From an optimization exercise on the open Yosys and OpenROAD flow, aimed at small area and a short achievable clock period; shortcuts taken in it are not production practice.
At most, simulation tests tie the RTL to the original design; equivalence was not proved.
Power and IR drop assume default switching activity.

rev 12:
// traffic_generator
module traffic_generator (
	input logic clk,
	input logic reset,
	input logic rx_done_tick,
	input tg_proto_pkg::byte_t rx_data_out,
	output logic tx_start_transmission,
	output tg_proto_pkg::byte_t tx_data_in,
	input logic tx_busy,
	output logic cmd_en,
	output tg_mcb_pkg::mcb_instr_t cmd_instr,
	output tg_mcb_pkg::mcb_bl_t cmd_bl,
	output tg_mcb_pkg::mcb_addr_t cmd_byte_addr,
	input logic cmd_full,
	output logic wr_en,
	output tg_mcb_pkg::mcb_word_t wr_data,
	input logic wr_full,
	output logic rd_en,
	input tg_mcb_pkg::mcb_word_t rd_data,
	input logic rd_empty
);
For scale: roughly 2900 cells after synthesis, ~1600 flip-flops, about 130 I/O pins, roughly 57000 sq um of cells after synthesis.
clock: 7.0 ns
lec_check: 0
cap_margin: 20
core_margin: 2
core_utilization: 50
cts_buf_list: sky130_fd_sc_hd__clkbuf_16
cts_cluster_diameter: 80
cts_cluster_size: 25
setup_slack_margin: 3.8
slew_margin: 20
synth_hierarchical: 1
standard.sh (not shown) runs the stock make flow with config.mk's settings and CLKGATE_MAP_FILE= SYNTH_SCRIPT=/design/flow/synth_recipe.tcl, a recipe that flattens the netlist after the stock synthesis.
==> flow/flow/run.sh <==
#!/bin/bash
set -o pipefail
CTS="-sink_clustering_enable -repair_clock_nets -sink_clustering_size 25 -sink_clustering_max_diameter 80 -buf_list sky130_fd_sc_hd__clkbuf_16 -dont_use_dummy_load"
bash standard.sh "BUFFER_PORTS_ARGS=-buffer_cell sky130_fd_sc_hd__buf_1" "CTS_ARGS=$CTS" finish > standard_flow.log 2>&1
Input-level comparison between rev 13 and rev 12:
diff --git a/flow/design.v b/flow/design.v
--- a/flow/design.v
+++ b/flow/design.v
@@ -170,15 +170,15 @@
 			wvis <= 1'b0;
 		end else begin
 			wqc <= wqc + {6'd0, w_push} - {6'd0, w_pop};
 			wvis <= w_pop ? !wq1 : !wq0;
 		end
 	end
 	always_ff @(posedge clk) begin
-		if (w_push && !w_head) begin
+		if (w_push) begin
 			wmem[0] <= rx_data_out;
 			for (int i = 1; i < 63; i++) begin
 				wmem[i] <= wmem[i - 1];
 			end
 		end
 	end
 	logic [7:0] w_lo;
Findings:
Global-route track usage on met2 ends up higher on rev 12. In rev 13, the number of filler cells placed in the layout came out 1.1% below the value in rev 12. | detailed-routed wire length on met2 | rev 13 vs rev 12 | 1.3% lower |. The lower maximum number of pins on one net before global-route repair came out of rev 12. Against rev 12, rev 13 comes in 0.0044 ns higher on setup slack.
Function not checked in rev 13: the RTL went through the layout flow alone.

* * *

== the previous run ==
Another version of the RTL of traffic_generator (not shown whole).
Size: ~3000 cells after synthesis, roughly 1700 flip-flops, about 59000 µm² of cells after synthesis.
## traffic_generator
module traffic_generator (
	input logic clk,
	input logic reset,
	input logic rx_done_tick,
	input tg_proto_pkg::byte_t rx_data_out,
	output logic tx_start_transmission,
	output tg_proto_pkg::byte_t tx_data_in,
	input logic tx_busy,
	output logic cmd_en,
	output tg_mcb_pkg::mcb_instr_t cmd_instr,
	output tg_mcb_pkg::mcb_bl_t cmd_bl,
	output tg_mcb_pkg::mcb_addr_t cmd_byte_addr,
	input logic cmd_full,
	output logic wr_en,
	output tg_mcb_pkg::mcb_word_t wr_data,
	input logic wr_full,
	output logic rd_en,
	input tg_mcb_pkg::mcb_word_t rd_data,
	input logic rd_empty
);
export LEC_CHECK = 0
export CAP_MARGIN = 20
export CORE_MARGIN = 2
export CORE_UTILIZATION = 50
export CTS_BUF_LIST = sky130_fd_sc_hd__clkbuf_16
export CTS_CLUSTER_DIAMETER = 80
export CTS_CLUSTER_SIZE = 25
export SETUP_SLACK_MARGIN = 4.05
export SLEW_MARGIN = 20
export SYNTH_HIERARCHICAL = 1
create_clock -name core_clock -period 7.0 [get_ports {clk}]
Scripts as last shown in full above: flow/flow/run.sh
The following lists how the current run was set up differently from the previous run:
diff --git a/flow/design.v b/flow/design.v
--- a/flow/design.v
+++ b/flow/design.v
@@ -53,27 +53,25 @@
 	input logic rd_empty
 );
 	logic s_idle, s_addr, s_len, s_wdat, s_wcmd, s_rcmd, s_rwait;
 	logic [1:0] addr_cnt;
 	logic [5:0] cnt;
 	logic cmd_rd;
 	logic cmd_ok;
 	logic [7:0] whead;
 	logic [7:0] wmem [63];
-	logic [7:0] w_lo;
-	logic [8:0] w_hi;
+	logic [6:0] wqc;     
 	logic wvis;          
 	logic rd_ok;         
 	logic last_q;
 	logic read_done;
 	logic [7:0] rmem [128];
-	logic [7:0] r_lo;
-	logic [16:0] r_hi;
+	logic [7:0] rcnt;    
 	logic reply_push;    
 	logic [7:0] reply_byte;
 	logic tick;
 	logic is_start;
 	logic w_push, w_pop, w_head;
 	logic wr_go, rd_go;
 	logic r_push, r_pop;
 	logic wq0, wq1;
 	logic s_wcmd_n, s_rcmd_n;
@@ -160,51 +158,44 @@
 	always_ff @(posedge clk) begin
 		if (reset) begin
 			cmd_ok <= 1'b0;
 		end else begin
 			cmd_ok <= s_rcmd_n || (s_wcmd_n && !w_push && (wq0 || (wq1 && w_pop)));
 		end
 	end
 	assign w_push = s_wdat && tick;
 	assign w_pop = wvis && !wr_full;
-	assign wq0 = w_lo[0] && w_hi[0];
-	assign wq1 = w_lo[1] && w_hi[0];
+	assign wq0 = (wqc == 7'd0);
+	assign wq1 = (wqc == 7'd1);
 	assign w_head = wq0 || (wq1 && w_pop);
 	always_ff @(posedge clk) begin
 		if (reset) begin
-			w_lo <= 8'd1;
-			w_hi <= 9'd1;
+			wqc <= 7'd0;
 			wvis <= 1'b0;
 		end else begin
-			if (w_push && !w_pop) begin
-				w_lo <= {w_lo[6:0], w_lo[7]};
-				if (w_lo[7]) begin
-					w_hi <= {w_hi[7:0], 1'b0};
-				end
-			end else if (w_pop && !w_push) begin
-				w_lo <= {w_lo[0], w_lo[7:1]};
-				if (w_lo[0]) begin
-					w_hi <= {1'b0, w_hi[8:1]};
-				end
-			end
+			wqc <= wqc + {6'd0, w_push} - {6'd0, w_pop};
 			wvis <= w_pop ? !wq1 : !wq0;
 		end
 	end
 	always_ff @(posedge clk) begin
 		if (w_push) begin
 			wmem[0] <= rx_data_out;
 			for (int i = 1; i < 63; i++) begin
 				wmem[i] <= wmem[i - 1];
 			end
 		end
 	end
+	logic [7:0] w_lo;
+	logic [8:0] w_hi;
 	logic [62:0] w_sel;
 	logic [7:0] w_rd;
+	assign w_lo = 8'd1 << wqc[2:0];
+	assign w_hi = 9'd1 << wqc[6:3];
 	for (genvar e = 0; e < 63; e++) begin : g_wsel
 		assign w_sel[e] = w_lo[(e + 2) % 8] && w_hi[(e + 2) / 8];
 	end
 	for (genvar b = 0; b < 8; b++) begin : g_wrd
 		logic [20:0] n;
 		for (genvar k = 0; k < 21; k++) begin : g_aoi
 			tg_aoi222 u (.a1(w_sel[3 * k]), .a2(wmem[3 * k][b]), .b1(w_sel[3 * k + 1]), .b2(wmem[3 * k + 1][b]),
 				.c1(w_sel[3 * k + 2]), .c2(wmem[3 * k + 2][b]), .y(n[k]));
 		end
@@ -241,50 +232,43 @@
 		if (reset) begin
 			reply_push <= 1'b0;
 		end else begin
 			reply_push <= rd_pop || last_q || wr_go;
 		end
 	end
 	always_ff @(posedge clk) begin
 		reply_byte <= rd_ok ? rd_data[7:0] : tg_proto_pkg::DONE_BYTE;
 	end
-	assign r_push = reply_push && !r_hi[16];
-	assign r_pop = !(r_lo[0] && r_hi[0]) && !tx_busy && !tx_start_transmission;
+	assign r_push = reply_push && !rcnt[7];
+	assign r_pop = (rcnt != 8'd0) && !tx_busy && !tx_start_transmission;
 	always_ff @(posedge clk) begin
 		if (reset) begin
-			r_lo <= 8'd1;
-			r_hi <= 17'd1;
+			rcnt <= 8'd0;
 			tx_start_transmission <= 1'b0;
 		end else begin
-			if (r_push && !r_pop) begin
-				r_lo <= {r_lo[6:0], r_lo[7]};
-				if (r_lo[7]) begin
-					r_hi <= {r_hi[15:0], 1'b0};
-				end
-			end else if (r_pop && !r_push) begin
-				r_lo <= {r_lo[0], r_lo[7:1]};
-				if (r_lo[0]) begin
-					r_hi <= {1'b0, r_hi[16:1]};
-				end
-			end
+			rcnt <= rcnt + {7'd0, r_push} - {7'd0, r_pop};
 			tx_start_transmission <= r_pop;
 		end
 	end
 	always_ff @(posedge clk) begin
 		if (r_push) begin
 			rmem[0] <= reply_byte;
 			for (int i = 1; i < 128; i++) begin
 				rmem[i] <= rmem[i - 1];
 			end
 		end
 	end
+	logic [7:0] r_lo;
+	logic [16:0] r_hi;
 	logic [127:0] r_sel;
 	logic [7:0] r_rd;
+	assign r_lo = 8'd1 << rcnt[2:0];
+	assign r_hi = 17'd1 << rcnt[7:3];
 	for (genvar e = 0; e < 128; e++) begin : g_rsel
 		assign r_sel[e] = r_lo[(e + 1) % 8] && r_hi[(e + 1) / 8];
 	end
 	for (genvar b = 0; b < 8; b++) begin : g_rrd
 		logic [42:0] n;
 		for (genvar k = 0; k < 42; k++) begin : g_aoi
 			tg_aoi222 u (.a1(r_sel[3 * k]), .a2(rmem[3 * k][b]), .b1(r_sel[3 * k + 1]), .b2(rmem[3 * k + 1][b]),
 				.c1(r_sel[3 * k + 2]), .c2(rmem[3 * k + 2][b]), .y(n[k]));
 		end
### Flow results
- Any difference in post-synthesis share of cell area spent on xor and xnor gates between the previous run and the current run is small enough to ignore.
- Compared to the previous run, the current run was floorplanned on a smaller die.
- Min proportion of total power due to net switching across the previous run and the current run: the previous run
- Portion of the layout cell area used by non-clock buffers for the current run: 0.17 points up relative to the previous run
- Changes observed in the current run relative to the previous run: pre-CTS worst setup slack now sits higher; power per standard cell area now sits higher; total power of the final layout now sits higher.
- The top layer used by detailed routing comes out met4 in one run and met5 in the other, namely in the previous run and the current run respectively.
- Compared with the previous run, in the current run first-pass GRT wire length went down 4.9 mm, internal portion of total power went up 6.0%.
No functional check of the RTL was part of any run of this note.

==> afterwards: timing with drivers on the ports <==
No port has a modelled driver above. Below, the same layouts with a new extraction and two added sets of constraints. Step 1: set_driving_cell puts a clkbuf_16 on clk and a buf_2 on each other input, an assumption about the parent block. Step 2 moves the port delays by t, midway between the first and last clock arrival at a register: inputs arrive t later, outputs are due t later. That takes back most of the time a late clock gives input paths. Three values: ideal, step 1, step 2; two values: the first two.
run	t, ns	setup WS [ns]	worst setup path at the end
rev 12	0.722	3.819 / 3.795 / 3.291	input to register
rev 13	0.720	3.823 / 3.797 / 3.267	input to register
the previous run	0.712	3.900 / 3.852 / 3.489	input to register
the current run	0.723	3.888 / 3.835 / 3.486	input to register
After both steps setup and hold are still met in every run listed. For rev 13, which loses most, drivers alone change the setup slack by -0.026 ns; drivers and shift together by -0.556 ns.
